Source: an optimization exercise on an open RTL-to-GDS flow (aim: small area and a short achievable clock period). Production flows keep margins and buffers that such runs may drop. No run shown here included a check of the RTL's function; only the layout flow was run. Power is estimated from default activity; no workload was simulated.

[design/flow/design.v]
`default_nettype none
package cpu_pkg;
    typedef logic signed [15:0] data_t;
    localparam logic [4:0] REG_CODE_0 = 5'b10001;
    localparam logic [4:0] REG_CODE_1 = 5'b10010;
    localparam logic [4:0] REG_CODE_2 = 5'b01000;
    localparam logic [4:0] REG_CODE_3 = 5'b10111;
    localparam logic [4:0] REG_CODE_4 = 5'b11111;
    localparam logic [4:0] REG_CODE_5 = 5'b10000;
    localparam logic [5:0] OPC_RTYPE = 6'b000000;
    localparam logic [5:0] OPC_ADDI  = 6'b001000;
    localparam logic [5:0] FN_ADD   = 6'b100000;
    localparam logic [5:0] FN_MULT  = 6'b011000;
    localparam logic [5:0] FN_SHL   = 6'b000000;
    localparam logic [5:0] FN_SHR   = 6'b000010;
    localparam logic [5:0] FN_RELU  = 6'b110001;
    localparam logic [5:0] FN_LEAKY = 6'b110010;
    typedef logic [2:0] op_t;
    localparam op_t OP_ADD   = 3'd0;
    localparam op_t OP_ADDI  = 3'd1;
    localparam op_t OP_SHL   = 3'd2;
    localparam op_t OP_SHR   = 3'd3;
    localparam op_t OP_MULT  = 3'd4;
    localparam op_t OP_LEAKY = 3'd5;
    localparam op_t OP_RELU  = 3'd6;
    localparam op_t OP_FAIL  = 3'd7;
endpackage
`default_nettype wire
`default_nettype none
module inst_decoder (
    input  wire logic [31:0]   instruction,
    output cpu_pkg::op_t       op,
    output logic [5:0]         a_sel,       
    output logic [5:0]         b_sel,       
    output logic               imm_a,       
    output logic               imm_b,       
    output logic [2:0]         wr
);
    function automatic logic [5:0] onehot(input logic [4:0] code);
        logic [5:0] oh;
        oh[0] = (code == cpu_pkg::REG_CODE_0);
        oh[1] = (code == cpu_pkg::REG_CODE_1);
        oh[2] = (code == cpu_pkg::REG_CODE_2);
        oh[3] = (code == cpu_pkg::REG_CODE_3);
        oh[4] = (code == cpu_pkg::REG_CODE_4);
        oh[5] = (code == cpu_pkg::REG_CODE_5);
        onehot = oh;
    endfunction
    function automatic logic [2:0] encode(input logic [5:0] oh);
        encode = {oh[4] | oh[5], oh[2] | oh[3], oh[1] | oh[3] | oh[5]};
    endfunction
    logic [5:0]    opcode, funct;
    logic [5:0]    rs_oh, rt_oh, rd_oh;
    logic          is_addi, is_r, fail;
    cpu_pkg::op_t  dec;
    assign opcode = instruction[31:26];
    assign funct  = instruction[5:0];
    assign rs_oh  = onehot(instruction[25:21]);
    assign rt_oh  = onehot(instruction[20:16]);
    assign rd_oh  = onehot(instruction[15:11]);
    assign is_addi = (opcode == cpu_pkg::OPC_ADDI);
    assign is_r    = (opcode == cpu_pkg::OPC_RTYPE);
    always_comb begin
        dec = cpu_pkg::OP_FAIL;
        if (is_addi) begin
            dec = cpu_pkg::OP_ADDI;
        end else if (is_r) begin
            case (funct)
                cpu_pkg::FN_ADD:   dec = cpu_pkg::OP_ADD;
                cpu_pkg::FN_MULT:  dec = cpu_pkg::OP_MULT;
                cpu_pkg::FN_SHL:   dec = cpu_pkg::OP_SHL;
                cpu_pkg::FN_SHR:   dec = cpu_pkg::OP_SHR;
                cpu_pkg::FN_RELU:  dec = cpu_pkg::OP_RELU;
                cpu_pkg::FN_LEAKY: dec = cpu_pkg::OP_LEAKY;
                default:           dec = cpu_pkg::OP_FAIL;
            endcase
        end
    end
    assign fail = (dec == cpu_pkg::OP_FAIL) || !(|rs_oh) || !(|rt_oh)
               || (!is_addi && !(|rd_oh));
    assign op = fail ? cpu_pkg::OP_FAIL : dec;
    assign imm_a = is_r && (funct == cpu_pkg::FN_SHL);
    assign imm_b = is_addi;
    assign a_sel = (is_r && (funct == cpu_pkg::FN_SHR)) ? rt_oh
                 : (imm_a ? 6'd0 : rs_oh);
    assign b_sel = imm_b ? 6'd0 : rt_oh;
    assign wr    = encode(is_addi ? rt_oh : rd_oh);
endmodule
`default_nettype wire
`default_nettype none
module radix4_multiplier (
    input  wire logic [15:0] a,
    input  wire logic [7:0]  one,
    input  wire logic [7:0]  two,
    input  wire logic [7:0]  neg,
    output logic [24:0] r0,     
    output logic [24:0] r1,     
    output logic [20:0] r2,     
    output logic        rx,     
    output logic        cin     
);
    logic [16:0] pp [8];
    logic [16:0] ax, a2;
    assign ax = {a[15], a};
    assign a2 = {a, 1'b0};
    for (genvar j = 0; j < 8; j++) begin : g_pp
        assign pp[j] = (({17{one[j]}} & ax) | ({17{two[j]}} & a2)) ^ {17{neg[j]}};
    end
    logic s1, c2, s3, c4, s5, c6, s7, c8, s9, c10, s11, c12, s13, c14, s15, c16, s17, c18, s19, c20, s21, c22, s23, c24, s25, c26, s27, c28, s29, c30, s31, c32, s33, c34, s35, c36, s37, c38, s39, c40, s41, c42, s43, c44, s45, c46, s47, c48, s49, c50, s51, c52, s53, c54, s55, c56, s57, c58, s59, c60, s61, c62, s63, c64, s65, c66, s67, c68, s69, c70, s71, c72, s73, c74, s75, c76, s77, c78, s79, c80, s81, c82, s83, c84, s85, c86, s87, c88, s89, c90, s91, c92, s93, c94, s95, c96, s97, c98, s99, c100, s101, c102, s103, c104, s105, c106, s107, c108, s109, c110, s111, c112, s113, c114, s115, c116, s117, c118, s119, c120, s121, c122, s123, c124, s125, c126, s127, c128, s129, c130, s131, c132, s133, c134, s135, c136, s137, c138, s139, c140, s141, c142, s143, c144, s145, c146, s147, c148, s149, c150, s151, c152, s153, c154, s155, c156, s157, c158, s159, c160, s161, c162, s163, c164, s165, c166, s167, c168, s169, c170, s171, c172, s173, c174, s175, c176, s177, c178, s179, c180, s181, c182, s183, c184, s185, c186;
    assign s1 = pp[0][10] ^ pp[1][8];
    assign c2 = pp[0][10] & pp[1][8];
    assign s3 = pp[0][11] ^ pp[1][9];
    assign c4 = pp[0][11] & pp[1][9];
    assign s5 = pp[0][12] ^ pp[1][10] ^ pp[2][8];
    assign c6 = (pp[0][12] & pp[1][10]) | (pp[0][12] & pp[2][8]) | (pp[1][10] & pp[2][8]);
    assign s7 = pp[3][6] ^ pp[4][4];
    assign c8 = pp[3][6] & pp[4][4];
    assign s9 = pp[0][13] ^ pp[1][11] ^ pp[2][9];
    assign c10 = (pp[0][13] & pp[1][11]) | (pp[0][13] & pp[2][9]) | (pp[1][11] & pp[2][9]);
    assign s11 = pp[3][7] ^ pp[4][5];
    assign c12 = pp[3][7] & pp[4][5];
    assign s13 = pp[0][14] ^ pp[1][12] ^ pp[2][10];
    assign c14 = (pp[0][14] & pp[1][12]) | (pp[0][14] & pp[2][10]) | (pp[1][12] & pp[2][10]);
    assign s15 = pp[3][8] ^ pp[4][6] ^ pp[5][4];
    assign c16 = (pp[3][8] & pp[4][6]) | (pp[3][8] & pp[5][4]) | (pp[4][6] & pp[5][4]);
    assign s17 = pp[6][2] ^ pp[7][0];
    assign c18 = pp[6][2] & pp[7][0];
    assign s19 = pp[0][15] ^ pp[1][13] ^ pp[2][11];
    assign c20 = (pp[0][15] & pp[1][13]) | (pp[0][15] & pp[2][11]) | (pp[1][13] & pp[2][11]);
    assign s21 = pp[3][9] ^ pp[4][7] ^ pp[5][5];
    assign c22 = (pp[3][9] & pp[4][7]) | (pp[3][9] & pp[5][5]) | (pp[4][7] & pp[5][5]);
    assign s23 = pp[6][3] ^ pp[7][1];
    assign c24 = pp[6][3] & pp[7][1];
    assign s25 = pp[0][16] ^ pp[1][14] ^ pp[2][12];
    assign c26 = (pp[0][16] & pp[1][14]) | (pp[0][16] & pp[2][12]) | (pp[1][14] & pp[2][12]);
    assign s27 = pp[3][10] ^ pp[4][8] ^ pp[5][6];
    assign c28 = (pp[3][10] & pp[4][8]) | (pp[3][10] & pp[5][6]) | (pp[4][8] & pp[5][6]);
    assign s29 = pp[6][4] ^ pp[7][2];
    assign c30 = pp[6][4] & pp[7][2];
    assign s31 = pp[0][16] ^ pp[1][15] ^ pp[2][13];
    assign c32 = (pp[0][16] & pp[1][15]) | (pp[0][16] & pp[2][13]) | (pp[1][15] & pp[2][13]);
    assign s33 = pp[3][11] ^ pp[4][9] ^ pp[5][7];
    assign c34 = (pp[3][11] & pp[4][9]) | (pp[3][11] & pp[5][7]) | (pp[4][9] & pp[5][7]);
    assign s35 = pp[6][5] ^ pp[7][3];
    assign c36 = pp[6][5] & pp[7][3];
    assign s37 = ~pp[0][16] ^ ~pp[1][16] ^ pp[2][14];
    assign c38 = (~pp[0][16] & ~pp[1][16]) | (~pp[0][16] & pp[2][14]) | (~pp[1][16] & pp[2][14]);
    assign s39 = pp[3][12] ^ pp[4][10] ^ pp[5][8];
    assign c40 = (pp[3][12] & pp[4][10]) | (pp[3][12] & pp[5][8]) | (pp[4][10] & pp[5][8]);
    assign s41 = pp[6][6] ^ pp[7][4];
    assign c42 = pp[6][6] & pp[7][4];
    assign s43 = pp[2][15] ^ pp[3][13] ^ pp[4][11];
    assign c44 = (pp[2][15] & pp[3][13]) | (pp[2][15] & pp[4][11]) | (pp[3][13] & pp[4][11]);
    assign s45 = pp[5][9] ^ pp[6][7] ^ pp[7][5];
    assign c46 = (pp[5][9] & pp[6][7]) | (pp[5][9] & pp[7][5]) | (pp[6][7] & pp[7][5]);
    assign s47 = ~pp[2][16] ^ pp[3][14] ^ pp[4][12];
    assign c48 = (~pp[2][16] & pp[3][14]) | (~pp[2][16] & pp[4][12]) | (pp[3][14] & pp[4][12]);
    assign s49 = pp[3][15] ^ pp[4][13];
    assign c50 = pp[3][15] & pp[4][13];
    assign s51 = pp[0][6] ^ pp[1][4];
    assign c52 = pp[0][6] & pp[1][4];
    assign s53 = pp[0][7] ^ pp[1][5];
    assign c54 = pp[0][7] & pp[1][5];
    assign s55 = pp[0][8] ^ pp[1][6] ^ pp[2][4];
    assign c56 = (pp[0][8] & pp[1][6]) | (pp[0][8] & pp[2][4]) | (pp[1][6] & pp[2][4]);
    assign s57 = pp[3][2] ^ pp[4][0];
    assign c58 = pp[3][2] & pp[4][0];
    assign s59 = pp[0][9] ^ pp[1][7] ^ pp[2][5];
    assign c60 = (pp[0][9] & pp[1][7]) | (pp[0][9] & pp[2][5]) | (pp[1][7] & pp[2][5]);
    assign s61 = pp[3][3] ^ pp[4][1];
    assign c62 = pp[3][3] & pp[4][1];
    assign s63 = pp[2][6] ^ pp[3][4] ^ pp[4][2];
    assign c64 = (pp[2][6] & pp[3][4]) | (pp[2][6] & pp[4][2]) | (pp[3][4] & pp[4][2]);
    assign s65 = pp[5][0] ^ neg[5] ^ s1;
    assign c66 = (pp[5][0] & neg[5]) | (pp[5][0] & s1) | (neg[5] & s1);
    assign s67 = pp[2][7] ^ pp[3][5] ^ pp[4][3];
    assign c68 = (pp[2][7] & pp[3][5]) | (pp[2][7] & pp[4][3]) | (pp[3][5] & pp[4][3]);
    assign s69 = pp[5][1] ^ c2 ^ s3;
    assign c70 = (pp[5][1] & c2) | (pp[5][1] & s3) | (c2 & s3);
    assign s71 = pp[5][2] ^ pp[6][0] ^ neg[6];
    assign c72 = (pp[5][2] & pp[6][0]) | (pp[5][2] & neg[6]) | (pp[6][0] & neg[6]);
    assign s73 = c4 ^ s5 ^ s7;
    assign c74 = (c4 & s5) | (c4 & s7) | (s5 & s7);
    assign s75 = pp[5][3] ^ pp[6][1] ^ c6;
    assign c76 = (pp[5][3] & pp[6][1]) | (pp[5][3] & c6) | (pp[6][1] & c6);
    assign s77 = c8 ^ s9 ^ s11;
    assign c78 = (c8 & s9) | (c8 & s11) | (s9 & s11);
    assign s79 = neg[7] ^ c10 ^ c12;
    assign c80 = (neg[7] & c10) | (neg[7] & c12) | (c10 & c12);
    assign s81 = s13 ^ s15 ^ s17;
    assign c82 = (s13 & s15) | (s13 & s17) | (s15 & s17);
    assign s83 = c14 ^ c16 ^ c18;
    assign c84 = (c14 & c16) | (c14 & c18) | (c16 & c18);
    assign s85 = s19 ^ s21 ^ s23;
    assign c86 = (s19 & s21) | (s19 & s23) | (s21 & s23);
    assign s87 = c20 ^ c22 ^ c24;
    assign c88 = (c20 & c22) | (c20 & c24) | (c22 & c24);
    assign s89 = s25 ^ s27 ^ s29;
    assign c90 = (s25 & s27) | (s25 & s29) | (s27 & s29);
    assign s91 = c26 ^ c28 ^ c30;
    assign c92 = (c26 & c28) | (c26 & c30) | (c28 & c30);
    assign s93 = s31 ^ s33 ^ s35;
    assign c94 = (s31 & s33) | (s31 & s35) | (s33 & s35);
    assign s95 = c32 ^ c34 ^ c36;
    assign c96 = (c32 & c34) | (c32 & c36) | (c34 & c36);
    assign s97 = s37 ^ s39 ^ s41;
    assign c98 = (s37 & s39) | (s37 & s41) | (s39 & s41);
    assign s99 = 1'b1 ^ c38 ^ c40;
    assign c100 = (1'b1 & c38) | (1'b1 & c40) | (c38 & c40);
    assign s101 = c42 ^ s43 ^ s45;
    assign c102 = (c42 & s43) | (c42 & s45) | (s43 & s45);
    assign s103 = pp[5][10] ^ pp[6][8] ^ pp[7][6];
    assign c104 = (pp[5][10] & pp[6][8]) | (pp[5][10] & pp[7][6]) | (pp[6][8] & pp[7][6]);
    assign s105 = c44 ^ c46 ^ s47;
    assign c106 = (c44 & c46) | (c44 & s47) | (c46 & s47);
    assign s107 = pp[5][11] ^ pp[6][9] ^ pp[7][7];
    assign c108 = (pp[5][11] & pp[6][9]) | (pp[5][11] & pp[7][7]) | (pp[6][9] & pp[7][7]);
    assign s109 = 1'b1 ^ c48 ^ s49;
    assign c110 = (1'b1 & c48) | (1'b1 & s49) | (c48 & s49);
    assign s111 = ~pp[3][16] ^ pp[4][14] ^ pp[5][12];
    assign c112 = (~pp[3][16] & pp[4][14]) | (~pp[3][16] & pp[5][12]) | (pp[4][14] & pp[5][12]);
    assign s113 = pp[6][10] ^ pp[7][8] ^ c50;
    assign c114 = (pp[6][10] & pp[7][8]) | (pp[6][10] & c50) | (pp[7][8] & c50);
    assign s115 = pp[4][15] ^ pp[5][13] ^ pp[6][11];
    assign c116 = (pp[4][15] & pp[5][13]) | (pp[4][15] & pp[6][11]) | (pp[5][13] & pp[6][11]);
    assign s117 = pp[7][9] ^ 1'b1;
    assign c118 = pp[7][9] & 1'b1;
    assign s119 = ~pp[4][16] ^ pp[5][14] ^ pp[6][12];
    assign c120 = (~pp[4][16] & pp[5][14]) | (~pp[4][16] & pp[6][12]) | (pp[5][14] & pp[6][12]);
    assign s121 = pp[5][15] ^ pp[6][13];
    assign c122 = pp[5][15] & pp[6][13];
    assign s123 = pp[0][4] ^ pp[1][2];
    assign c124 = pp[0][4] & pp[1][2];
    assign s125 = pp[0][5] ^ pp[1][3];
    assign c126 = pp[0][5] & pp[1][3];
    assign s127 = pp[2][2] ^ pp[3][0] ^ neg[3];
    assign c128 = (pp[2][2] & pp[3][0]) | (pp[2][2] & neg[3]) | (pp[3][0] & neg[3]);
    assign s129 = pp[2][3] ^ pp[3][1] ^ c52;
    assign c130 = (pp[2][3] & pp[3][1]) | (pp[2][3] & c52) | (pp[3][1] & c52);
    assign s131 = neg[4] ^ c54 ^ s55;
    assign c132 = (neg[4] & c54) | (neg[4] & s55) | (c54 & s55);
    assign s133 = c56 ^ c58 ^ s59;
    assign c134 = (c56 & c58) | (c56 & s59) | (c58 & s59);
    assign s135 = c60 ^ c62 ^ s63;
    assign c136 = (c60 & c62) | (c60 & s63) | (c62 & s63);
    assign s137 = c64 ^ c66 ^ s67;
    assign c138 = (c64 & c66) | (c64 & s67) | (c66 & s67);
    assign s139 = c68 ^ c70 ^ s71;
    assign c140 = (c68 & c70) | (c68 & s71) | (c70 & s71);
    assign s141 = c72 ^ c74 ^ s75;
    assign c142 = (c72 & c74) | (c72 & s75) | (c74 & s75);
    assign s143 = c76 ^ c78 ^ s79;
    assign c144 = (c76 & c78) | (c76 & s79) | (c78 & s79);
    assign s145 = c80 ^ c82 ^ s83;
    assign c146 = (c80 & c82) | (c80 & s83) | (c82 & s83);
    assign s147 = c84 ^ c86 ^ s87;
    assign c148 = (c84 & c86) | (c84 & s87) | (c86 & s87);
    assign s149 = c88 ^ c90 ^ s91;
    assign c150 = (c88 & c90) | (c88 & s91) | (c90 & s91);
    assign s151 = c92 ^ c94 ^ s95;
    assign c152 = (c92 & c94) | (c92 & s95) | (c94 & s95);
    assign s153 = c96 ^ c98 ^ s99;
    assign c154 = (c96 & c98) | (c96 & s99) | (c98 & s99);
    assign s155 = c100 ^ c102 ^ s103;
    assign c156 = (c100 & c102) | (c100 & s103) | (c102 & s103);
    assign s157 = c104 ^ c106 ^ s107;
    assign c158 = (c104 & c106) | (c104 & s107) | (c106 & s107);
    assign s159 = c108 ^ c110 ^ s111;
    assign c160 = (c108 & c110) | (c108 & s111) | (c110 & s111);
    assign s161 = c112 ^ c114 ^ s115;
    assign c162 = (c112 & c114) | (c112 & s115) | (c114 & s115);
    assign s163 = pp[7][10] ^ c116 ^ c118;
    assign c164 = (pp[7][10] & c116) | (pp[7][10] & c118) | (c116 & c118);
    assign s165 = pp[7][11] ^ 1'b1 ^ c120;
    assign c166 = (pp[7][11] & 1'b1) | (pp[7][11] & c120) | (1'b1 & c120);
    assign s167 = ~pp[5][16] ^ pp[6][14] ^ pp[7][12];
    assign c168 = (~pp[5][16] & pp[6][14]) | (~pp[5][16] & pp[7][12]) | (pp[6][14] & pp[7][12]);
    assign s169 = pp[6][15] ^ pp[7][13];
    assign c170 = pp[6][15] & pp[7][13];
    assign s171 = pp[0][2] ^ pp[1][0];
    assign c172 = pp[0][2] & pp[1][0];
    assign s173 = pp[0][3] ^ pp[1][1];
    assign c174 = pp[0][3] & pp[1][1];
    assign s175 = pp[2][0] ^ neg[2] ^ s123;
    assign c176 = (pp[2][0] & neg[2]) | (pp[2][0] & s123) | (neg[2] & s123);
    assign s177 = pp[2][1] ^ c124 ^ s125;
    assign c178 = (pp[2][1] & c124) | (pp[2][1] & s125) | (c124 & s125);
    assign s179 = s51 ^ c126 ^ s127;
    assign c180 = (s51 & c126) | (s51 & s127) | (c126 & s127);
    assign s181 = s53 ^ c128 ^ s129;
    assign c182 = (s53 & c128) | (s53 & s129) | (c128 & s129);
    assign s183 = s57 ^ c130 ^ s131;
    assign c184 = (s57 & c130) | (s57 & s131) | (c130 & s131);
    assign s185 = s61 ^ c132 ^ s133;
    assign c186 = (s61 & c132) | (s61 & s133) | (c132 & s133);
    logic [5:0] lo_x, lo_y;
    logic [6:0] lo_sum;
    assign lo_x[0] = pp[0][0];
    assign lo_y[0] = neg[0];
    assign lo_x[1] = pp[0][1];
    assign lo_y[1] = 1'b0;
    assign lo_x[2] = neg[1];
    assign lo_y[2] = s171;
    assign lo_x[3] = c172;
    assign lo_y[3] = s173;
    assign lo_x[4] = c174;
    assign lo_y[4] = s175;
    assign lo_x[5] = c176;
    assign lo_y[5] = s177;
    assign lo_sum = {1'b0, lo_x} + {1'b0, lo_y};
    assign cin = lo_sum[6];
    assign r0[0] = c178;
    assign r1[0] = s179;
    assign r0[1] = c180;
    assign r1[1] = s181;
    assign r0[2] = c182;
    assign r1[2] = s183;
    assign r0[3] = c184;
    assign r1[3] = s185;
    assign r0[4] = s65;
    assign r1[4] = c134;
    assign r2[0] = s135;
    assign r0[5] = s69;
    assign r1[5] = c136;
    assign r2[1] = s137;
    assign r0[6] = s73;
    assign r1[6] = c138;
    assign r2[2] = s139;
    assign r0[7] = s77;
    assign r1[7] = c140;
    assign r2[3] = s141;
    assign r0[8] = s81;
    assign r1[8] = c142;
    assign r2[4] = s143;
    assign r0[9] = s85;
    assign r1[9] = c144;
    assign r2[5] = s145;
    assign r0[10] = s89;
    assign r1[10] = c146;
    assign r2[6] = s147;
    assign r0[11] = s93;
    assign r1[11] = c148;
    assign r2[7] = s149;
    assign r0[12] = s97;
    assign r1[12] = c150;
    assign r2[8] = s151;
    assign r0[13] = s101;
    assign r1[13] = c152;
    assign r2[9] = s153;
    assign r0[14] = s105;
    assign r1[14] = c154;
    assign r2[10] = s155;
    assign r0[15] = s109;
    assign r1[15] = c156;
    assign r2[11] = s157;
    assign r0[16] = s113;
    assign r1[16] = c158;
    assign r2[12] = s159;
    assign r0[17] = s117;
    assign r1[17] = c160;
    assign r2[13] = s161;
    assign r0[18] = s119;
    assign r1[18] = c162;
    assign r2[14] = s163;
    assign r0[19] = s121;
    assign r1[19] = c164;
    assign r2[15] = s165;
    assign r0[20] = c122;
    assign r1[20] = c166;
    assign r2[16] = s167;
    assign r0[21] = 1'b1;
    assign r1[21] = c168;
    assign r2[17] = s169;
    assign r0[22] = ~pp[6][16];
    assign r1[22] = pp[7][14];
    assign r2[18] = c170;
    assign r0[23] = pp[7][15];
    assign r1[23] = 1'b1;
    assign r2[19] = 1'b0;
    assign r0[24] = ~pp[7][16];
    assign r1[24] = 1'b0;
    assign r2[20] = 1'b0;
    assign rx = c186;
endmodule
module mul_sum (
    input  wire logic [24:0] r0,
    input  wire logic [24:0] r1,
    input  wire logic [20:0] r2,
    input  wire logic        rx,
    input  wire logic        cin,
    output logic [15:0] p
);
    logic [24:0] x, y;
    logic [24:0] sum;
    logic [20:0] fs, fc;
    assign fs = r0[24:4] ^ r1[24:4] ^ r2;
    assign fc = (r0[24:4] & r1[24:4]) | (r0[24:4] & r2) | (r1[24:4] & r2);
    assign x = {fs, r0[3:0]};
    assign y = {fc[19:0], rx, r1[3:0]};
    assign sum = x + y + 25'(cin);
    assign p = sum[24:9];
endmodule
`default_nettype wire
`default_nettype none
module execute_stage (
    input  wire logic          clk,
    input  wire logic          rst_n,
    input  wire logic          in_valid,
    input  wire cpu_pkg::op_t  op_0,
    input  wire logic [15:0]   imm_0,
    input  wire logic [2:0]    wr_0,
    input  wire logic [15:0]   a_0,
    input  wire logic [15:0]   b_0,
    output logic               done,
    output logic [5:0]         we,
    output logic [15:0]        wd
);
    localparam int K  = 6;     
    localparam int K3 = 10;    
    localparam int W  = 31 - K;
    logic        is_shr, big;
    logic [3:0]  m;
    logic [7:0]  one_0, two_0, neg_0;
    assign is_shr = (op_0 == cpu_pkg::OP_SHR);
    assign big    = imm_0[10];
    assign m      = ~imm_0[9:6] & {4{~big}};
    for (genvar j = 0; j < 8; j++) begin : g_enc
        logic b0, b1, b2;
        if (j == 0) begin : g_first
            assign b0 = 1'b0;
        end else begin : g_rest
            assign b0 = b_0[2*j-1];
        end
        assign b1 = b_0[2*j];
        assign b2 = b_0[2*j+1];
        assign one_0[j] = is_shr ? (m == 4'(2*j))   : (b1 ^ b0);
        assign two_0[j] = is_shr ? (m == 4'(2*j+1)) : ((b2 & ~b1 & ~b0) | (~b2 & b1 & b0));
        assign neg_0[j] = ~is_shr & b2;
    end
    logic          valid_1;
    cpu_pkg::op_t  op_1;
    logic [2:0]    wr_1;
    logic [15:0]   a_1;
    logic [7:0]    one_1, two_1, neg_1;
    always_ff @(posedge clk or negedge rst_n) begin
        if (!rst_n) begin
            valid_1 <= 1'b0;
        end else begin
            valid_1 <= in_valid;
        end
    end
    always_ff @(posedge clk) begin
        op_1  <= op_0;
        wr_1  <= wr_0;
        a_1   <= a_0;
        one_1 <= one_0;
        two_1 <= two_0;
        neg_1 <= neg_0;
    end
    logic [15:0] b_1;
    for (genvar j = 0; j < 8; j++) begin : g_dec
        assign b_1[2*j+1] = neg_1[j];
        if (j == 0) begin : g_first
            assign b_1[0] = one_1[0];
        end else begin : g_rest
            assign b_1[2*j] = one_1[j] ^ neg_1[j-1];
        end
    end
    logic [W-1:0]     m0, m1;
    logic [30-K3:0]   m2;
    logic             mx, mc;
    radix4_multiplier i_mult (
        .a   (a_1),
        .one (one_1),
        .two (two_1),
        .neg (neg_1),
        .r0  (m0),
        .r1  (m1),
        .r2  (m2),
        .rx  (mx),
        .cin (mc)
    );
    logic        neg_b, use_mul;
    logic [4:0]  shamt;
    logic [15:0] other, addend;
    assign neg_b   = b_1[15];
    assign shamt   = a_1[10:6];
    assign use_mul = (op_1 == cpu_pkg::OP_MULT) | (op_1 == cpu_pkg::OP_SHR)
                   | ((op_1 == cpu_pkg::OP_LEAKY) & neg_b);
    always_comb begin
        case (op_1)
            cpu_pkg::OP_ADD,
            cpu_pkg::OP_ADDI:  other = a_1;
            cpu_pkg::OP_SHL:   other = b_1 << shamt;
            default:           other = neg_b ? 16'd0 : b_1;    
        endcase
    end
    assign addend = (op_1 == cpu_pkg::OP_ADD || op_1 == cpu_pkg::OP_ADDI) ? b_1 : 16'd0;
    logic          valid_2;
    logic [5:0]    we_2;
    logic [W-1:0]  r0_2, r1_2;
    logic [30-K3:0] r2_2;
    logic          rx_2, cin_2;
    always_ff @(posedge clk or negedge rst_n) begin
        if (!rst_n) begin
            valid_2 <= 1'b0;
            we_2    <= '0;
        end else begin
            valid_2 <= valid_1;
            for (int g = 0; g < 6; g++)
                we_2[g] <= valid_1 & (op_1 != cpu_pkg::OP_FAIL) & (wr_1 == 3'(g));
        end
    end
    always_ff @(posedge clk) begin
        r0_2  <= use_mul ? m0 : {other, {(15-K){1'b0}}};
        r1_2  <= use_mul ? m1 : {addend, {(15-K){1'b0}}};
        r2_2  <= {(31-K3){use_mul}} & m2;
        rx_2  <= use_mul & mx;
        cin_2 <= use_mul & mc;
    end
    logic [15:0] sum_2;
    mul_sum i_sum (
        .r0  (r0_2),
        .r1  (r1_2),
        .r2  (r2_2),
        .rx  (rx_2),
        .cin (cin_2),
        .p   (sum_2)
    );
    logic          valid_3;
    logic [5:0]    we_3;
    logic [15:0]   wd_3;
    always_ff @(posedge clk or negedge rst_n) begin
        if (!rst_n) begin
            valid_3 <= 1'b0;
            we_3    <= '0;
        end else begin
            valid_3 <= valid_2;
            we_3    <= we_2;
        end
    end
    always_ff @(posedge clk) begin
        wd_3 <= sum_2;
    end
    assign done = valid_3;
    assign we   = we_3;
    assign wd   = wd_3;
endmodule
`default_nettype wire
`default_nettype none
module reg_file (
    input  wire logic          clk,
    input  wire logic          rst_n,
    input  wire logic          done,       
    input  wire logic [5:0]    we,         
    input  wire logic [15:0]   wd,
    input  wire logic [5:0]    a_sel,
    input  wire logic [5:0]    b_sel,
    input  wire logic          imm_a,      
    input  wire logic          imm_b,      
    input  wire logic [15:0]   imm,
    output logic [15:0]        a,          
    output logic [15:0]        b,
    output logic               out_valid,
    output logic               instruction_fail,
    output logic [15:0]        out_0,
    output logic [15:0]        out_1,
    output logic [15:0]        out_2,
    output logic [15:0]        out_3,
    output logic [15:0]        out_4,
    output logic [15:0]        out_5
);
    logic [15:0] regs [6];
    logic [5:0]  written;      
    logic [5:0]  show;         
    for (genvar g = 0; g < 6; g++) begin : g_reg
        always_ff @(posedge clk) begin
            if (we[g]) begin
                regs[g] <= wd;
            end
        end
    end
    always_ff @(posedge clk or negedge rst_n) begin
        if (!rst_n) begin
            written          <= '0;
            show             <= '0;
            out_valid        <= 1'b0;
            instruction_fail <= 1'b0;
        end else begin
            written          <= written | we;
            show             <= {6{done}} & (written | we);
            out_valid        <= done;
            instruction_fail <= done & ~(|we);
        end
    end
    logic [5:0] a_reg, b_reg;
    logic       a_wd, b_wd;
    assign a_reg = a_sel & written & ~we;
    assign b_reg = b_sel & written & ~we;
    assign a_wd  = |(a_sel & we);
    assign b_wd  = |(b_sel & we);
    always_comb begin
        a = ({16{imm_a}} & imm) | ({16{a_wd}} & wd);
        b = ({16{imm_b}} & imm) | ({16{b_wd}} & wd);
        for (int g = 0; g < 6; g++) begin
            a = a | ({16{a_reg[g]}} & regs[g]);
            b = b | ({16{b_reg[g]}} & regs[g]);
        end
    end
    assign out_0 = {16{show[0]}} & regs[0];
    assign out_1 = {16{show[1]}} & regs[1];
    assign out_2 = {16{show[2]}} & regs[2];
    assign out_3 = {16{show[3]}} & regs[3];
    assign out_4 = {16{show[4]}} & regs[4];
    assign out_5 = {16{show[5]}} & regs[5];
endmodule
`default_nettype wire
`default_nettype none
module cpu_top #(
    parameter int FRAC_BITS = 15
) (
    input  wire logic         clk,
    input  wire logic         rst_n,
    input  wire logic         in_valid,
    input  wire logic [31:0]  instruction,
    output logic              out_valid,
    output logic              instruction_fail,
    output cpu_pkg::data_t    out_0,
    output cpu_pkg::data_t    out_1,
    output cpu_pkg::data_t    out_2,
    output cpu_pkg::data_t    out_3,
    output cpu_pkg::data_t    out_4,
    output cpu_pkg::data_t    out_5
);
    cpu_pkg::op_t  op;
    logic [5:0]    a_sel, b_sel;
    logic          imm_a, imm_b;
    logic [2:0]    wr;
    logic [15:0]   a, b;
    logic          done;
    logic [5:0]    we;
    logic [15:0]   wd;
    inst_decoder i_decoder (
        .instruction (instruction),
        .op          (op),
        .a_sel       (a_sel),
        .b_sel       (b_sel),
        .imm_a       (imm_a),
        .imm_b       (imm_b),
        .wr          (wr)
    );
    reg_file i_regs (
        .clk              (clk),
        .rst_n            (rst_n),
        .done             (done),
        .we               (we),
        .wd               (wd),
        .a_sel            (a_sel),
        .b_sel            (b_sel),
        .imm_a            (imm_a),
        .imm_b            (imm_b),
        .imm              (instruction[15:0]),
        .a                (a),
        .b                (b),
        .out_valid        (out_valid),
        .instruction_fail (instruction_fail),
        .out_0            (out_0),
        .out_1            (out_1),
        .out_2            (out_2),
        .out_3            (out_3),
        .out_4            (out_4),
        .out_5            (out_5)
    );
    execute_stage i_execute (
        .clk      (clk),
        .rst_n    (rst_n),
        .in_valid (in_valid),
        .op_0     (op),
        .imm_0    (instruction[15:0]),
        .wr_0     (wr),
        .a_0      (a),
        .b_0      (b),
        .done     (done),
        .we       (we),
        .wd       (wd)
    );
endmodule
`default_nettype wire
[design/flow/flow/run.sh]
#!/bin/bash
# The standard layout, with plain buffers (not delay cells) on the ports.
set -euo pipefail
bash standard.sh BUFFER_PORTS_ARGS="-buffer_cell sky130_fd_sc_hd__buf_2" finish > standard_flow.log 2>&1
[design/flow/standard.sh]
#!/bin/bash
# synth_recipe.tcl (not shown) runs the flow's synth.tcl, then flattens the netlist and writes it again
# the make line also repeats each setting of config.mk as NAME=value (left out here)
make -C /OpenROAD-flow-scripts/flow DESIGN_CONFIG=/design/flow/config.mk WORK_HOME=/design/flow/orfs CLKGATE_MAP_FILE= SYNTH_SCRIPT=/design/flow/synth_recipe.tcl "${@:-finish}"
[design/flow/config.mk]
export PLATFORM = sky130hd
export DESIGN_NAME = cpu_top
export DESIGN_NICKNAME = cpu_top
export VERILOG_FILES = /design/flow/design.v
export SDC_FILE = /design/flow/constraint.sdc
export NUM_CORES = 4
export LEC_CHECK = 0
export CAP_MARGIN = 20
export CORE_MARGIN = 2
export CORE_UTILIZATION = 55
export SETUP_SLACK_MARGIN = 1.95
export SLEW_MARGIN = 20
[design/flow/constraint.sdc]
create_clock -name core_clock -period 5.0 [get_ports {clk}]
set_input_delay 1.0000 -clock core_clock [delete_from_list [all_inputs] [get_ports {clk}]]
set_output_delay 1.0000 -clock core_clock [all_outputs]
set_load 0.01 [all_outputs]
==> summary.txt, run 1 <==
Status = timing/DRC/antenna clean
Fmax = 332 MHz
Starting Density = 55.6%
Final hold vios = 0
Max stage delay on crit path = 0.57 ns
Max FO, Critical Path = 11
Unrepaired setup endpoints after global routing = no
Max_cap viols = 0
Congestion Overflow GR = 0
Arr. time, crit path = 3.45 ns
Met1 Usage GRT = 49.5%
Final Wtd Congestion = 0.956
M2 GR Usage = 53.1%
Average size of a mapped cell = 9.90 um2
Syn Nets = 1880
WS Path Type = flop to flop
First-pass GRT wire length = 86100 um
Iteration-0 DRC Markers = 2032
TNS Setup = 0 ns
Hold Crit Start = i_execute.we_2[4]$_DFF_PN0_
Static leakage = 7.85 nW
Hold Buf Count CTS = 0
Layout cells sized above 1 = 17.7%
Hold WS = 0.343 ns
Synthesized flop and latch total = 258
CP startpoint kind = flop
Die Ht = 179 um
Slew Limit Fails = 0
Int Power = 0.00344 W
Register area share after synthesis = 37.1%
Worst R2R Start = i_execute.a_1[4]$_DFF_P_
Number of synthesized flops with an enable pin = 96
Area delta synth->final = 13.4%
Area of the multi-input gates = 9960 um2
CP required = 5.44 ns
CTS tree = yes
Crit path top cell by count = fa_1
Most area-consuming cells after synthesis = edfxtp_1 17%, dfxtp_1 16%, fa_1 9.9%
Row count = 64
R2R Setup Slk = 1.99 ns
Nets = 1966
Setup ws final = 1.99 ns
Share of flip-flops with an asynchronous set or reset = 11.2%
Maximum VDD drop = 307 uV
Logic gate share of total power = 3.5%
Net switching power = 0.000953 W
Most numerous cell in the Yosys netlist = a22oi_1
Core Area = 30400 um2
Fin area = 19200 um2
Clk Latency, worst-skew pair = 0.57 ns
Post-synth top cells = 181 x a22oi_1, 133 x dfxtp_1, 132 x and2_1
Num ports = 133
Final cycle utilization of the critical path = 60.2%
Worst path bufs/invs = 1
Drt pass-1 iters = 9
Die W = 179 um
Dpl hpwl = 40000 um
Dpl cells = 2138
Fill count = 2594
Cells after synthesis = 1709
Max clock buf depth = 3
Number of synthesis warnings = 6
Drt via density = 6.55
DRC viols = 0
Worst-path cell chain = buf_4 -> a22oi_1 -> xor2_1 -> fa_1 -> fa_1 -> fa_1 -> o22ai_1
Top_reg_cell synth = dfxtp_1
GRT Max-Usage Layer = met2
Pwr Density = 229 nW/um2
Wire length per cell = 25.8 um
Crit-path slowest cell = dfxtp_1
Worst Tran Pin Value = 1.15 ns
Initial antenna violation count = 2
Crit path max-delay family = adder cells
Storage element area = 6300 um2
Sw frac = 21.7%
Endpoints failing setup = 0
Routed wire length = 57200 um
CTS root buf = clkbuf_16
Sink Count = 258
Post-route insts no fill = 2214
Fin crit period = 3.01 ns
IO buf count = 132
Met3 usage = 5.90%
CP Launch Point = i_execute.a_1[4]$_DFF_P_
Register share of total power = 50.2%
Max-slew headroom = 23.3%
Vias in the first global route = 14092
Placed Area = 17900 um2
Post-synth top area share = 17.0%
Via Count = 14500
Clk slew on worst S/H paths = 0.06 ns
Post-synth top area cell = edfxtp_1
CTS H-tree lvls = 1
Largest net degree at the start of global routing = 33
Gr usage total = 34.6%
CTS buffer count = 27
Remaining antenna violation count after routing = 0
Pre-CTS setup slack = 1.21 ns
Clock Skew = 0.0367 ns
HP Class = flop to flop
Die Area = 32200 um2
Clock power frac = 46.2%
Cell area after synthesis = 16900 um2
Synth cell types = 76
Kind of end point of the critical path = flop
-- power by group through the flow --
stage	clock network, W	logic (W)	registers, W
2_1_floorplan	0	0.0000956	0.00223
3_3_place_gp	0	0.000148	0.00225
3_5_place_dp	0	0.000149	0.00225
4_1_cts	0.00205	0.000150	0.00220
5_1_grt	0.00214	0.000168	0.00220
6_report	0.00203	0.000155	0.00220
-- per-layer routing --
metal  vias up  share of wire, %
met3       161                10
met5         -             0.023
met2       927                45
met4         2               3.8
li1       6312                 -
met1      7098                41
-- repair_timing --
action | in CTS | in global routing
setup buffers | 11 | 13
hold endpoints to repair | 0 | 0
setup endpoints to repair | 52 | 46
pin swaps | 4 | 6
resized for setup | 20 | 24
-- worst paths after layout --
kind	depth (start not counted)	end
max in group asynchronous	1	i_execute.we_3[0]$_DFF_PN0_
worst min register to register	0	i_execute.we_3[4]$_DFF_PN0_
worst min-delay path	0	i_execute.we_3[4]$_DFF_PN0_
worst max register to register	7	i_execute.r1_2[15]$_DFF_P_
min in group asynchronous	1	i_execute.valid_2$_DFF_PN0_
worst max-delay path	7	i_execute.r1_2[15]$_DFF_P_
-- sequential cells by signal, indices dropped and copies added, names as in the netlist, 3 cells and up --
signal and flops:
i_execute.one_1 8, i_execute.wr_1 3, i_execute.wd_3 16, i_execute.neg_1 8, i_execute.r1_2 25, i_execute.two_1 8, i_execute.r0_2 25, i_execute.we_2 6
i_regs.regs 96, i_execute.we_3 6, i_execute.r2_2 19, i_regs.written 6, i_regs.show 6, i_execute.a_1 16, i_execute.op_1 3
-- cell usage in the layout (no fill, tap or decap), types with 10 or more instances in the layout --
cell type and count:
nand3_1 28, dfrtp_1 29, buf_2 132, fa_1 84
and2_1 130, xor2_1 53, o211ai_1 10, dfxtp_1 110
buf_4 60, o21ai_0 63, inv_1 70, nor2_1 74
a221o_1 14, ha_1 52, clkbuf_16 28, nor2b_1 11
mux2i_1 28, nor4_1 10, dfxtp_2 22, edfxtp_1 96
xnor2_1 110, nand2b_1 12, a222oi_1 15, nand4_1 23
a22oi_1 179, a21o_1 16, a21oi_1 70, nand2_1 92
-- cell type report --
class,count,share of cell area (%)
inverter,71,1.41
antenna,2,0.0261
clock buffer,41,4.11
multi-input combinational,1237,51.9
clock inverter,9,0.593
tap,396,2.58
timing repair buffer,200,6.53
sequential,258,32.8
-- logic make-up (layout without fill, tap and decap cells) --
| kind of cell | after synthesis | after routing | share of synthesized area (%) |
|---|---|---|---|
| compound gates | 443 | 443 | 18.4 |
| flops | 258 | 258 | 37.1 |
| buf+inv | 214 | 321 | 4.98 |
| simple gates | 458 | 458 | 15.0 |
| other cells | 0 | 2 | 0 |
| xor+xnor | 163 | 163 | 8.43 |
| mux | 37 | 37 | 2.32 |
| fa+ha+maj | 136 | 136 | 13.8 |
-- metrics by stage --
step           total power (W)  utilization, %
2_1_floorplan          0.00233               -
3_3_place_gp           0.00240            58.8
3_5_place_dp           0.00240            58.9
4_1_cts                0.00440            62.4
5_1_grt                0.00451            63.1
6_report               0.00439            63.1
==> inputs of run 2 (changes only) <==
--- a/design/flow/config.mk
+++ b/design/flow/config.mk
@@ -9,4 +9,4 @@
 export CORE_MARGIN = 2
 export CORE_UTILIZATION = 55
-export SETUP_SLACK_MARGIN = 1.95
+export SETUP_SLACK_MARGIN = 2.3
 export SLEW_MARGIN = 20
==> run 2 against run 1 <==
Effect of this change:
- worst hold slack improved by 0.0044 ns
- register-to-register slack better by 0.20 ns
- routed wire length up 2.7%
- worst setup slack improved by 0.13 ns
- sequential power hardly changed
- area after synthesis is the same
- first-iteration DRC count is 1.8% lower
- final cell count rose by 3.4%
- maximum frequency increased by 4.7%
- die area stayed put
- clock skew is 0.017 ns lower
==> summary.txt, run 2 <==
Status = timing/DRC/antenna clean (unchanged)
Clk Latency, worst-skew pair = 0.56 ns (was 0.57 ns)
Final Wtd Congestion = 0.925 (was 0.956)
CTS tree = yes (unchanged)
IO buf count = 132 (unchanged)
Die Area = 32200 um2 (unchanged)
Worst path bufs/invs = 3 (was 1)
Cell area after synthesis = 16900 um2 (unchanged)
Pwr Density = 220 nW/um2 (was 229 nW/um2)
Register area share after synthesis = 37.1% (unchanged)
Vias in the first global route = 14490 (was 14092)
Max clock buf depth = 3 (unchanged)
Drt pass-1 iters = 7 (was 9)
Final hold vios = 0 (unchanged)
Post-synth top area share = 17.0% (unchanged)
HP Class = flop to flop (unchanged)
Core Area = 30400 um2 (unchanged)
Fmax = 348 MHz (was 332 MHz)
Arr. time, crit path = 3.29 ns (was 3.45 ns)
Drt via density = 6.57 (was 6.55)
Nets = 2044 (was 1966)
Remaining antenna violation count after routing = 0 (unchanged)
Most frequent cells in the layout = 163 x a22oi_1, 130 x and2_1, 125 x buf_2 (was 179 x a22oi_1, 132 x buf_2, 130 x and2_1)
Number of synthesis warnings = 6 (unchanged)
CTS root buf = clkbuf_16 (unchanged)
Share of flip-flops with an asynchronous set or reset = 11.2% (unchanged)
Gr usage total = 34.9% (was 34.6%)
Max stage delay on crit path = 0.55 ns (was 0.57 ns)
Top_reg_cell synth = dfxtp_1 (unchanged)
Number of synthesized flops with an enable pin = 96 (unchanged)
Congestion Overflow GR = 0 (unchanged)
Clock Skew = 0.0194 ns (was 0.0367 ns)
DRC viols = 0 (unchanged)
Dpl hpwl = 39600 um (was 40000 um)
Ant. Diodes = 0 (was 2)
Routed wire length = 58700 um (was 57200 um)
Average size of a mapped cell = 9.90 um2 (unchanged)
Most area-consuming cells after synthesis = edfxtp_1 17%, dfxtp_1 16%, fa_1 9.9% (unchanged)
Largest Register = i_regs.regs (unchanged)
Maximum VDD drop = 308 uV (was 307 uV)
CTS buffer count = 27 (unchanged)
Slew Limit Fails = 0 (unchanged)
WS Path Type = input port to flop (was flop to flop)
Biggest registers after layout = i_regs.regs x96, i_execute.r0_2 x25, i_execute.r1_2 x25 (unchanged)
Area delta synth->final = 22.6% (was 13.4%)
Sink Count = 258 (unchanged)
Clk slew on worst S/H paths = 0.06 ns (about the same)
Hold Buf Count CTS = 0 (unchanged)
Pre-CTS setup slack = 1.06 ns (was 1.21 ns)
Crit-path slowest cell = or4_4 (was dfxtp_1)
Kind of end point of the critical path = flop (unchanged)
Max-slew headroom = 38.8% (was 23.3%)
Most common cell after layout, fill and taps aside = a22oi_1 (unchanged)
CP startpoint kind = input port (was flop)
Finished Core Util = 68.2% (was 63.1%)
Synth cell types = 76 (unchanged)
Die Ht = 179 um (unchanged)
Synthesized flop and latch total = 258 (unchanged)
Syn Nets = 1880 (unchanged)
TNS Setup = 0 ns (unchanged)
Final cycle utilization of the critical path = 57.5% (was 60.2%)
Most numerous cell in the Yosys netlist = a22oi_1 (unchanged)
Static leakage = 8.46 nW (was 7.85 nW)
Row count = 64 (unchanged)
First-pass GRT wire length = 87100 um (was 86100 um)
Unrepaired setup endpoints after global routing = yes (was no)
Max_cap viols = 0 (unchanged)
Cells after synthesis = 1709 (unchanged)
Iteration-0 DRC Markers = 1995 (was 2032)
Initial antenna violation count = 1 (was 2)
Starting Density = 55.6% (unchanged)
Fill count = 2451 (was 2594)
Hold WS = 0.347 ns (was 0.343 ns)
Setup ws final = 2.12 ns (was 1.99 ns)
Fin crit period = 2.88 ns (was 3.01 ns)
Crit path max-delay family = simple AND/OR/NAND/NOR gates (was adder cells)
Largest net degree at the start of global routing = 32 (was 33)
CP required = 5.42 ns (was 5.44 ns)
Endpoints failing setup = 0 (unchanged)
Layout cells sized above 1 = 26.9% (was 17.7%)
CTS H-tree lvls = 1 (unchanged)
Die W = 179 um (unchanged)
Worst-path cell chain = buf_8 -> or4_4 -> nor4_4 -> buf_4 -> nand2b_4 -> nand4b_1 -> nand2_2 -> a221o_2 -> buf_12 -> nand2_1 -> nand4_1 (was buf_4 -> a22oi_1 -> xor2_1 -> fa_1 -> fa_1 -> fa_1 -> o22ai_1)
Via Count = 15043 (was 14500)
Num ports = 133 (unchanged)
Max FO, Critical Path = 8 (was 11)
Worst Tran Pin Value = 0.918 ns (was 1.15 ns)
Max reg flops = 96 (unchanged)
Post-synth top cells = 181 x a22oi_1, 133 x dfxtp_1, 132 x and2_1 (unchanged)
Wire length per cell = 25.6 um (was 25.8 um)
Post-synth top area cell = edfxtp_1 (unchanged)
==> run 2: worst paths after layout <==
check / startpoint / end / slack, ns / cells after the start
min in group asynchronous: rst_n / i_execute.we_2[3]$_DFF_PN0_ / 0.45 / 1
max in group asynchronous: rst_n / i_regs.show[2]$_DFF_PN0_ / 4.13 / 1
setup / recovery: instruction[31] / i_execute.a_1[8]$_DFF_P_ / 2.12 / 11
setup reg to reg: i_execute.we_3[4]$_DFF_PN0_ / i_execute.two_1[6]$_DFF_P_ / 2.19 / 9
hold reg to reg: i_execute.we_2[0]$_DFF_PN0_ / i_execute.we_3[0]$_DFF_PN0_ / 0.35 / 0
hold / removal: i_execute.we_2[0]$_DFF_PN0_ / i_execute.we_3[0]$_DFF_PN0_ / 0.35 / 0
==> run 2: timing repair <==
| item | CTS | global route |
|---|---|---|
| setup buffers | 51 | 43 |
| setup endpoints to repair | 120 | 72 |
| resized for setup | 140 | 113 |
| pin swaps | 51 | 60 |
| cloned | 4 | 4 |
==> run 2: metrics by stage <==
step           power (W)  std cells  instance area (um2)
4_1_cts          0.00457       2243                19900
2_1_floorplan    0.00233       1709                17300
5_1_grt          0.00468       2290                20800
3_3_place_gp     0.00240       2138                18000
3_5_place_dp     0.00240       2138                18000
6_report         0.00457       2290                20800
==> run 2: final cells by class <==
type,count,area (um2),share of cell area [%]
Clock buffer,31,711,3.42
Clock inverter,19,274,1.32
Inverter,71,279,1.34
Multi-Input combinational cell,1241,10500,50.6
Sequential cell,258,6390,30.8
Tap cell,396,495,2.39
Timing Repair Buffer,274,2120,10.2
==> run 2: layer usage <==
layer	global-route usage [%]	vias to the layer above	wire (um)	share of wire [%]
met5	0	-	0	0
li1	-	6471	-	-
met2	54.0	995	26500	45
met4	12.1	0	2440	4.2
met1	49.9	7384	23900	41
met3	5.55	193	5920	10
==> run 2: report_power, final <==
| part | total [W] | switching (W) | internal, W |
|---|---|---|---|
| logic | 0.000177 | 0.000105 | 0.0000716 |
| registers | 0.00219 | 0.0000252 | 0.00217 |
| clock network | 0.00220 | 0.000859 | 0.00134 |
| total | 0.00457 | 0.000990 | 0.00358 |
==> run 2: cell families after synthesis <==
| kind of cell | share of synthesized area (%) |
|---|---|
| xor gates and xnor gates | 8.43 |
| adders and majority gates | 13.8 |
| muxes | 2.32 |
| AOI/OAI and AO/OA | 18.4 |
| buffers and inverters | 4.98 |
| and+or+nand+nor | 15.0 |
| DFF | 37.1 |
==> run 2: worst reg2reg max path, stage by stage (launching register included) <==
cell and delay, ns:
dfrtp_1 0.36, buf_4 0.24, nor2b_1 0.44, and3_4 0.47, a222oi_1 0.20, a21oi_1 0.21
and3b_2 0.28, nand2b_1 0.16, o22a_1 0.23, a21oi_2 0.15
==> inputs of run 3 (changes only) <==
--- a/design/flow/design.v
+++ b/design/flow/design.v
@@ -571,11 +571,11 @@
     output logic [15:0]        out_5
 );
-    logic [15:0] regs [6];
+    logic [15:0] regs_n [6];   
     logic [5:0]  written;      
-    logic [5:0]  show;         
+    logic [5:0]  hide;         
     for (genvar g = 0; g < 6; g++) begin : g_reg
         always_ff @(posedge clk) begin
             if (we[g]) begin
-                regs[g] <= wd;
+                regs_n[g] <= ~wd;
             end
         end
@@ -584,10 +584,10 @@
         if (!rst_n) begin
             written          <= '0;
-            show             <= '0;
+            hide             <= '1;
             out_valid        <= 1'b0;
             instruction_fail <= 1'b0;
         end else begin
             written          <= written | we;
-            show             <= {6{done}} & (written | we);
+            hide             <= ~({6{done}} & (written | we));
             out_valid        <= done;
             instruction_fail <= done & ~(|we);
@@ -604,14 +604,14 @@
         b = ({16{imm_b}} & imm) | ({16{b_wd}} & wd);
         for (int g = 0; g < 6; g++) begin
-            a = a | ({16{a_reg[g]}} & regs[g]);
-            b = b | ({16{b_reg[g]}} & regs[g]);
+            a = a | ({16{a_reg[g]}} & ~regs_n[g]);
+            b = b | ({16{b_reg[g]}} & ~regs_n[g]);
         end
     end
-    assign out_0 = {16{show[0]}} & regs[0];
-    assign out_1 = {16{show[1]}} & regs[1];
-    assign out_2 = {16{show[2]}} & regs[2];
-    assign out_3 = {16{show[3]}} & regs[3];
-    assign out_4 = {16{show[4]}} & regs[4];
-    assign out_5 = {16{show[5]}} & regs[5];
+    assign out_0 = ~({16{hide[0]}} | regs_n[0]);
+    assign out_1 = ~({16{hide[1]}} | regs_n[1]);
+    assign out_2 = ~({16{hide[2]}} | regs_n[2]);
+    assign out_3 = ~({16{hide[3]}} | regs_n[3]);
+    assign out_4 = ~({16{hide[4]}} | regs_n[4]);
+    assign out_5 = ~({16{hide[5]}} | regs_n[5]);
 endmodule
 `default_nettype wire
--- a/design/flow/config.mk
+++ b/design/flow/config.mk
@@ -9,4 +9,4 @@
 export CORE_MARGIN = 2
 export CORE_UTILIZATION = 55
-export SETUP_SLACK_MARGIN = 2.3
+export SETUP_SLACK_MARGIN = 1.95
 export SLEW_MARGIN = 20
==> run 3 against run 2 <==
Effect of this change:
- sequential share of layout area rose by 1.5 points
- worst setup slack got worse by 0.36 ns
- combinational power fell by 28%
- first-iteration DRC count fell by 17%
- clock skew fell by 0.00099 ns
- die area fell by 1.3%
- worst hold slack improved by 0.0031 ns
- register-to-register slack got worse by 0.38 ns
==> summary.txt, run 3 <==
IO buf count = 132 (unchanged)
Post-synth top cells = 215 x nor2_1, 133 x dfxtp_1, 125 x a22oi_1 (was 181 x a22oi_1, 133 x dfxtp_1, 132 x and2_1)
Number of synthesized flops with an enable pin = 96 (unchanged)
Dpl cells = 2189 (was 2138)
Max_cap viols = 0 (unchanged)
Placed Area = 17700 um2 (was 18000 um2)
Starting Density = 56.1% (was 55.6%)
Post-route insts no fill = 2283 (was 2290)
Most common cell after layout, fill and taps aside = nor2_1 (was a22oi_1)
CTS buffer count = 28 (was 27)
Fin crit period = 3.23 ns (was 2.88 ns)
Iteration-0 DRC Markers = 1665 (was 1995)
Most frequent cells in the layout = 212 x nor2_1, 130 x buf_2, 125 x a22oi_1 (was 163 x a22oi_1, 130 x and2_1, 125 x buf_2)
Final cycle utilization of the critical path = 64.7% (was 57.5%)
Max reg flops = 96 (unchanged)
Sink Count = 258 (unchanged)
Max FO, Critical Path = 13 (was 8)
Routed wire length = 56200 um (was 58700 um)
Unrepaired setup endpoints after global routing = yes (unchanged)
Congestion Overflow GR = 0 (unchanged)
Layout cells sized above 1 = 19.7% (was 26.9%)
Clk Latency, worst-skew pair = 0.58 ns (was 0.56 ns)
Final hold vios = 0 (unchanged)
Slew Limit Fails = 0 (unchanged)
Fmax = 309 MHz (was 348 MHz)
Cells after synthesis = 1767 (was 1709)
Syn Nets = 1938 (was 1880)
WHS Endpoint = i_execute.we_3[2]$_DFF_PN0_ (was i_execute.we_3[0]$_DFF_PN0_)
Clock Skew = 0.0184 ns (was 0.0194 ns)
Dpl hpwl = 37900 um (was 39600 um)
Arr. time, crit path = 3.67 ns (was 3.29 ns)
Ant. Diodes = 0 (unchanged)
CP startpoint kind = input port (unchanged)
Synth cell types = 74 (was 76)
Drt pass-1 iters = 6 (was 7)
Hold Crit Start = i_execute.we_2[2]$_DFF_PN0_ (was i_execute.we_2[0]$_DFF_PN0_)
CTS tree = yes (unchanged)
R2R Setup Slk = 1.81 ns (was 2.19 ns)
Die Area = 31800 um2 (was 32200 um2)
Reg2reg path depth = 10 (was 9)
CTS H-tree lvls = 1 (unchanged)
Die W = 178 um (was 179 um)
Maximum VDD drop = 281 uV (was 308 uV)
Hold Buf Count CTS = 0 (unchanged)
Static leakage = 7.37 nW (was 8.46 nW)
Cell area after synthesis = 16700 um2 (was 16900 um2)
Pre-CTS setup slack = 0.681 ns (was 1.06 ns)
Status = timing/DRC/antenna clean (unchanged)
Most numerous cell in the Yosys netlist = nor2_1 (was a22oi_1)
Row count = 63 (was 64)
DRC viols = 0 (unchanged)
Most area-consuming cells after synthesis = edfxtp_1 17%, dfxtp_1 16%, fa_1 10% (was edfxtp_1 17%, dfxtp_1 16%, fa_1 9.9%)
WS Path Type = input port to flop (unchanged)
Clk slew on worst S/H paths = 0.06 ns (about the same)
Gr usage total = 35.2% (was 34.9%)
CTS root buf = clkbuf_16 (unchanged)
Core Area = 29800 um2 (was 30400 um2)
Post-synth top area share = 17.3% (was 17.0%)
Fin area = 19600 um2 (was 20800 um2)
CP Launch Point = instruction[28] (was instruction[31])
TNS Setup = 0 ns (unchanged)
First-pass GRT wire length = 84600 um (was 87100 um)
Worst Tran Pin Value = 0.881 ns (was 0.918 ns)
Via Count = 14612 (was 15043)
HP Class = flop to flop (unchanged)
Share of flip-flops with an asynchronous set or reset = 11.2% (unchanged)
Average size of a mapped cell = 9.46 um2 (was 9.90 um2)
Final Wtd Congestion = 0.948 (was 0.925)
Drt via density = 6.40 (was 6.57)
Nets = 2044 (unchanged)
Top_reg_cell synth = dfxtp_1 (unchanged)
Die Ht = 178 um (was 179 um)
Vias in the first global route = 14234 (was 14490)
Largest Register = i_regs.regs_n (was i_regs.regs)
Register area share after synthesis = 37.6% (was 37.1%)
Wire length per cell = 24.6 um (was 25.6 um)
Setup ws final = 1.77 ns (was 2.12 ns)
Cells on Worst Hold Path = 0 (unchanged)
Remaining antenna violation count after routing = 0 (unchanged)
Biggest registers after layout = i_regs.regs_n x96, i_execute.r0_2 x25, i_execute.r1_2 x25 (was i_regs.regs x96, i_execute.r0_2 x25, i_execute.r1_2 x25)
Max-slew headroom = 41.2% (was 38.8%)
Kind of end point of the critical path = flop (unchanged)
Hold WS = 0.350 ns (was 0.347 ns)
Synthesized flop and latch total = 258 (unchanged)
Post-synth top area cell = edfxtp_1 (unchanged)
Largest net degree at the start of global routing = 32 (unchanged)
Number of synthesis warnings = 6 (unchanged)
Pwr Density = 229 nW/um2 (was 220 nW/um2)
Initial antenna violation count = 0 (was 1)
Area delta synth->final = 17.0% (was 22.6%)
Max clock buf depth = 3 (unchanged)
Endpoints failing setup = 0 (unchanged)
CP required = 5.44 ns (was 5.42 ns)
FF-to-FF End = i_execute.wd_3[15]$_DFF_P_ (was i_execute.two_1[6]$_DFF_P_)
Worst R2R Start = i_execute.r2_2[1]$_DFF_P_ (was i_execute.we_3[4]$_DFF_PN0_)
Num ports = 133 (unchanged)
[run 3: cell type report]
class / instances / area [um2]
Fill cell: 2478 / 10200
Multi-Input combinational cell: 1276 / 9920
Sequential cell: 258 / 6310
Timing Repair Buffer: 223 / 1530
Clock buffer: 42 / 876
Tap cell: 390 / 488
Inverter: 86 / 323
Clock inverter: 8 / 98.8
[run 3: power breakdown]
part / internal, W / leakage [nW] / total [W] / switching [W]
Clock: 0.00127 / 0.481 / 0.00216 / 0.000891
Sequential: 0.00218 / 2.00 / 0.00219 / 0.0000114
Combinational: 0.0000465 / 4.88 / 0.000128 / 0.0000813
Total: 0.00349 / 7.37 / 0.00448 / 0.000984
[run 3: critical path: stages]
cell	delay, ns
buf_6	0.09
or4_4	0.53
or3_4	0.39
or4_4	0.52
mux2i_4	0.23
a22oi_1	0.20
nand3_1	0.14
a221oi_4	0.28
buf_12	0.19
o211ai_1	0.10
[run 3: worst max-delay path by stage]
stage / end / slack, ns
after floorplan: i_execute.a_1[10]$_DFF_P_ / 1.37
after global placement: i_execute.a_1[2]$_DFF_P_ / 0.77
after detailed placement: i_execute.a_1[0]$_DFF_P_ / 0.68
after CTS: i_execute.wd_3[15]$_DFF_P_ / 1.66
after global routing: i_execute.a_1[8]$_DFF_P_ / 1.70
final: i_execute.a_1[15]$_DFF_P_ / 1.77
[run 3: metal layers]
metal  GRT usage, %  share of wire (%)  up-vias
met2           54.4                 44      898
met5              0                  0        -
met1           49.6                 41     7050
met3           5.54                9.9      177
met4           14.2                4.6        0
li1               -                  -     6487
[run 3: logic make-up after synthesis]
group | after synthesis | share of synthesized area [%]
buf+inv | 233 | 5.41
xor+xnor | 163 | 8.54
fa+ha+maj | 136 | 14.0
flops | 258 | 37.6
mux | 22 | 1.54
simple gates | 522 | 14.6
compound gates | 433 | 18.3
[run 3: per-stage QoR]
step	power, W	utilization, %
final	0.00448	65.6
after global routing	0.00460	65.6
after floorplan	0.00229	-
after global placement	0.00235	59.3
after detailed placement	0.00235	59.3
after CTS	0.00450	63.8
[run 3: repair_timing]
item | 4_1_cts | 5_1_grt
resized for setup | 32 | 76
buffers inserted | 22 | 20
gates cloned | 1 | 1
pin swaps | 12 | 29
setup endpoints to repair | 57 | 48
==> inputs of run 4 (changes only) <==
==> design/flow/flow/run.sh (replaced) <==
#!/bin/bash
# The standard layout, with plain buffers (not delay cells) on the ports.
set -euo pipefail
bash standard.sh BUFFER_PORTS_ARGS="-buffer_cell sky130_fd_sc_hd__buf_1" finish > standard_flow.log 2>&1
==> run 4 against run 3 <==
Effect of this change:
- still clean on timing, DRC and antenna
- clock-buffer cell count is 11 lower
- flip-flop and latch count stayed put
- first-iteration DRC count is 7.7% higher
- critical path depth stayed put
- via count is 1.7% higher
- final area is 1.0% lower
- maximum frequency is 0.96% lower
- die area stayed put
- register-to-register slack better by 0.04 ns
- worst hold slack worse by 0.0033 ns
- sequential power hardly changed
- clock power is 3% higher
- largest cell class unchanged
==> summary.txt, run 4 <==
Drt via density = 6.47 (was 6.40)
Slew Limit Fails = 0 (unchanged)
Clock Skew = 0.0141 ns (was 0.0184 ns)
Remaining antenna violation count after routing = 0 (unchanged)
Post-synth top cells = 215 x nor2_1, 133 x dfxtp_1, 125 x a22oi_1 (unchanged)
Die Area = 31800 um2 (unchanged)
Net switching power = 0.000981 W (was 0.000984 W)
Pwr Total = 0.00453 W (was 0.00448 W)
Synthesized flop and latch total = 258 (unchanged)
Largest net degree at the start of global routing = 40 (was 32)
TNS Setup = 0 ns (unchanged)
Max clock buf depth = 3 (unchanged)
Cells after synthesis = 1767 (unchanged)
Fill count = 2580 (was 2478)
Fin crit period = 3.26 ns (was 3.23 ns)
Most numerous cell in the Yosys netlist = nor2_1 (unchanged)
WS Path Type = input port to flop (unchanged)
Syn Nets = 1938 (unchanged)
Most frequent cells in the layout = 214 x nor2_1, 131 x buf_1, 125 x a22oi_1 (was 212 x nor2_1, 130 x buf_2, 125 x a22oi_1)
Storage element area = 6310 um2 (about the same)
Max reg flops = 96 (unchanged)
Via Count = 14861 (was 14612)
Reg2reg path depth = 10 (unchanged)
DRC viols = 0 (unchanged)
Routed wire length = 57800 um (was 56200 um)
Max-slew headroom = 32.2% (was 41.2%)
Ant. Diodes = 0 (unchanged)
CP required = 5.42 ns (was 5.44 ns)
Vias in the first global route = 14428 (was 14234)
Sw frac = 21.7% (was 22.0%)
First-pass GRT wire length = 86100 um (was 84600 um)
Share of flip-flops with an asynchronous set or reset = 11.2% (unchanged)
Maximum VDD drop = 268 uV (was 281 uV)
Worst setup endpoint = i_execute.a_1[12]$_DFF_P_ (was i_execute.a_1[15]$_DFF_P_)
Hold Buf Count CTS = 0 (unchanged)
Top_reg_cell synth = dfxtp_1 (unchanged)
R2R Setup Slk = 1.85 ns (was 1.81 ns)
HP Class = flop to flop (unchanged)
CP startpoint kind = input port (unchanged)
Row count = 63 (unchanged)
Post-route insts no fill = 2298 (was 2283)
Largest Register = i_regs.regs_n (unchanged)
Clk slew on worst S/H paths = 0.06 ns (about the same)
Area of the multi-input gates = 9810 um2 (was 9920 um2)
Register area share after synthesis = 37.6% (unchanged)
Final Wtd Congestion = 0.995 (was 0.948)
Gr usage total = 36.0% (was 35.2%)
Core Area = 29800 um2 (unchanged)
Max_cap viols = 0 (unchanged)
Register share of total power = 48.4% (was 48.9%)
Starting Density = 56.1% (unchanged)
Biggest registers after layout = i_regs.regs_n x96, i_execute.r0_2 x25, i_execute.r1_2 x25 (unchanged)
Kind of end point of the critical path = flop (unchanged)
Synth cell types = 74 (unchanged)
Congestion Overflow GR = 0 (unchanged)
Dpl cells = 2194 (was 2189)
Cell area after synthesis = 16700 um2 (unchanged)
Final hold vios = 0 (unchanged)
Clk Latency, worst-skew pair = 0.55 ns (was 0.58 ns)
Layout cells sized above 1 = 12.9% (was 19.7%)
Worst R2R Start = i_execute.r2_2[1]$_DFF_P_ (unchanged)
Arr. time, crit path = 3.68 ns (was 3.67 ns)
Most area-consuming cells after synthesis = edfxtp_1 17%, dfxtp_1 16%, fa_1 10% (unchanged)
Logic gate share of total power = 2.7% (was 2.9%)
Dpl hpwl = 38900 um (was 37900 um)
Placed Area = 17600 um2 (was 17700 um2)
Sink Count = 258 (unchanged)
CTS H-tree lvls = 1 (unchanged)
Iteration-0 DRC Markers = 1793 (was 1665)
Max FO, Critical Path = 8 (was 13)
Fin area = 19300 um2 (was 19600 um2)
Final cycle utilization of the critical path = 65.3% (was 64.7%)
IO buf count = 132 (unchanged)
FF-to-FF End = i_execute.wd_3[15]$_DFF_P_ (unchanged)
Post-synth top area share = 17.3% (unchanged)
Status = timing/DRC/antenna clean (unchanged)
Area delta synth->final = 15.8% (was 17.0%)
Initial antenna violation count = 0 (unchanged)
Number of synthesized flops with an enable pin = 96 (unchanged)
Endpoints failing setup = 0 (unchanged)
Int Power = 0.00354 W (was 0.00349 W)
Pwr Density = 234 nW/um2 (was 229 nW/um2)
Num ports = 133 (unchanged)
Die Ht = 178 um (unchanged)
CTS tree = yes (unchanged)
Unrepaired setup endpoints after global routing = yes (unchanged)
Finished Core Util = 64.9% (was 65.6%)
Static leakage = 6.88 nW (was 7.37 nW)
Die W = 178 um (unchanged)
CP Launch Point = instruction[28] (unchanged)
Average size of a mapped cell = 9.46 um2 (unchanged)
Number of synthesis warnings = 6 (unchanged)
Fmax = 306 MHz (was 309 MHz)
Most common cell after layout, fill and taps aside = nor2_1 (unchanged)
Clock power frac = 49.0% (was 48.3%)
Post-synth top area cell = edfxtp_1 (unchanged)
Wire length per cell = 25.2 um (was 24.6 um)
Nets = 2057 (was 2044)
Worst Tran Pin Value = 1.02 ns (was 0.881 ns)
Drt pass-1 iters = 8 (was 6)
CTS buffer count = 29 (was 28)
CTS root buf = clkbuf_16 (unchanged)
run 4: cell counts after synthesis:
Identical to the previous run, type by type.
run 4: power groups by stage:
stage               registers (W)   logic, W  clock network (W)
CTS                       0.00219   0.000114            0.00224
finish                    0.00219   0.000120            0.00222
global placement          0.00223   0.000111                  0
global route              0.00219   0.000131            0.00234
floorplan                 0.00223  0.0000645                  0
detailed placement        0.00223   0.000111                  0
run 4: repair_timing:
action / CTS / global route
resized for setup: 41 / 51
endpoints found under the setup margin: 63 / 44
cloned: 2 / 1
buffers inserted: 23 / 25
pin swaps: 8 / 26
run 4: worst min-delay path by stage:
stage	start	end	slack, ns	cells past startpoint
3_3_place_gp	i_execute.we_2[5]$_DFF_PN0_	i_execute.we_3[5]$_DFF_PN0_	0.33	0
6_report	i_execute.valid_2$_DFF_PN0_	i_execute.valid_3$_DFF_PN0_	0.35	0
3_5_place_dp	i_execute.valid_2$_DFF_PN0_	i_execute.valid_3$_DFF_PN0_	0.33	0
2_1_floorplan	i_execute.valid_2$_DFF_PN0_	i_execute.valid_3$_DFF_PN0_	0.33	0
4_1_cts	i_execute.valid_2$_DFF_PN0_	i_execute.valid_3$_DFF_PN0_	0.35	0
5_1_grt	i_execute.valid_2$_DFF_PN0_	i_execute.valid_3$_DFF_PN0_	0.35	0
run 4: critical path, stage by stage:
cell and delay (ns):
buf_1 0.07, or4_4 0.55, or3_4 0.39, or4_4 0.52, mux2i_2 0.20, a22oi_1 0.17
nand3_1 0.14, a221oi_4 0.31, buf_6 0.22, o211ai_1 0.12
run 4: area by class of cell:
type	instances	area share (%)
Sequential cell	258	32.6
Tap cell	390	2.52
Inverter	86	1.67
Multi-Input combinational cell	1276	50.7
Timing Repair Buffer	235	7.41
Clock buffer	31	3.84
Clock inverter	22	1.25
run 4: per-stage QoR:
stage               worst slack, ns  hold WS [ns]
finish                         1.74         0.347
global route                   1.72         0.351
CTS                            1.78         0.348
detailed placement            0.791         0.335
global placement              0.930         0.332
floorplan                      1.37         0.331
run 4: cells by family (layout without fill, tap and decap cells):
group                    count (synthesis)  in the layout  share of synthesized area (%)
adder cells (fa/ha/maj)                136            136                           14.0
multiplexers                            22             22                           1.54
AO/OA/AOI/OAI                          433            433                           18.3
XOR/XNOR                               163            163                           8.54
buffers and inverters                  233            374                           5.41
AND/OR/NAND/NOR                        522            522                           14.6
flip-flops                             258            258                           37.6
run 4: layer usage:
metal | global-route usage (%) | vias to the layer above | wire length, um
met5 | 0 | - | 0
met4 | 15.9 | 0 | 2570
met3 | 6.93 | 199 | 6410
met2 | 56.4 | 973 | 26000
met1 | 48.8 | 7179 | 22900
li1 | - | 6510 | -

[port drivers added, routing unchanged]
No port has a modelled driver above. Below, the same layouts with a new extraction and two added sets of constraints. Step 1, drivers: a clkbuf_16 drives clk and a buf_2 each remaining input, both assumed. Step 2, shift: input delay + t, output delay - t, t = (earliest + latest rising clock arrival at the registers) / 2. This alone moves slack from input paths to output paths. Three values: ideal, step 1, step 2; two values: the first two.
run | t, ns | setup slack, ns
run 1 | 0.601 | 1.990 / 1.990 / 1.473
run 2 | 0.604 | 2.124 / 2.137 / 1.533
run 3 | 0.621 | 1.767 / 1.787 / 1.166
run 4 | 0.599 | 1.736 / 1.769 / 1.170
After both steps every run listed still meets setup and hold.
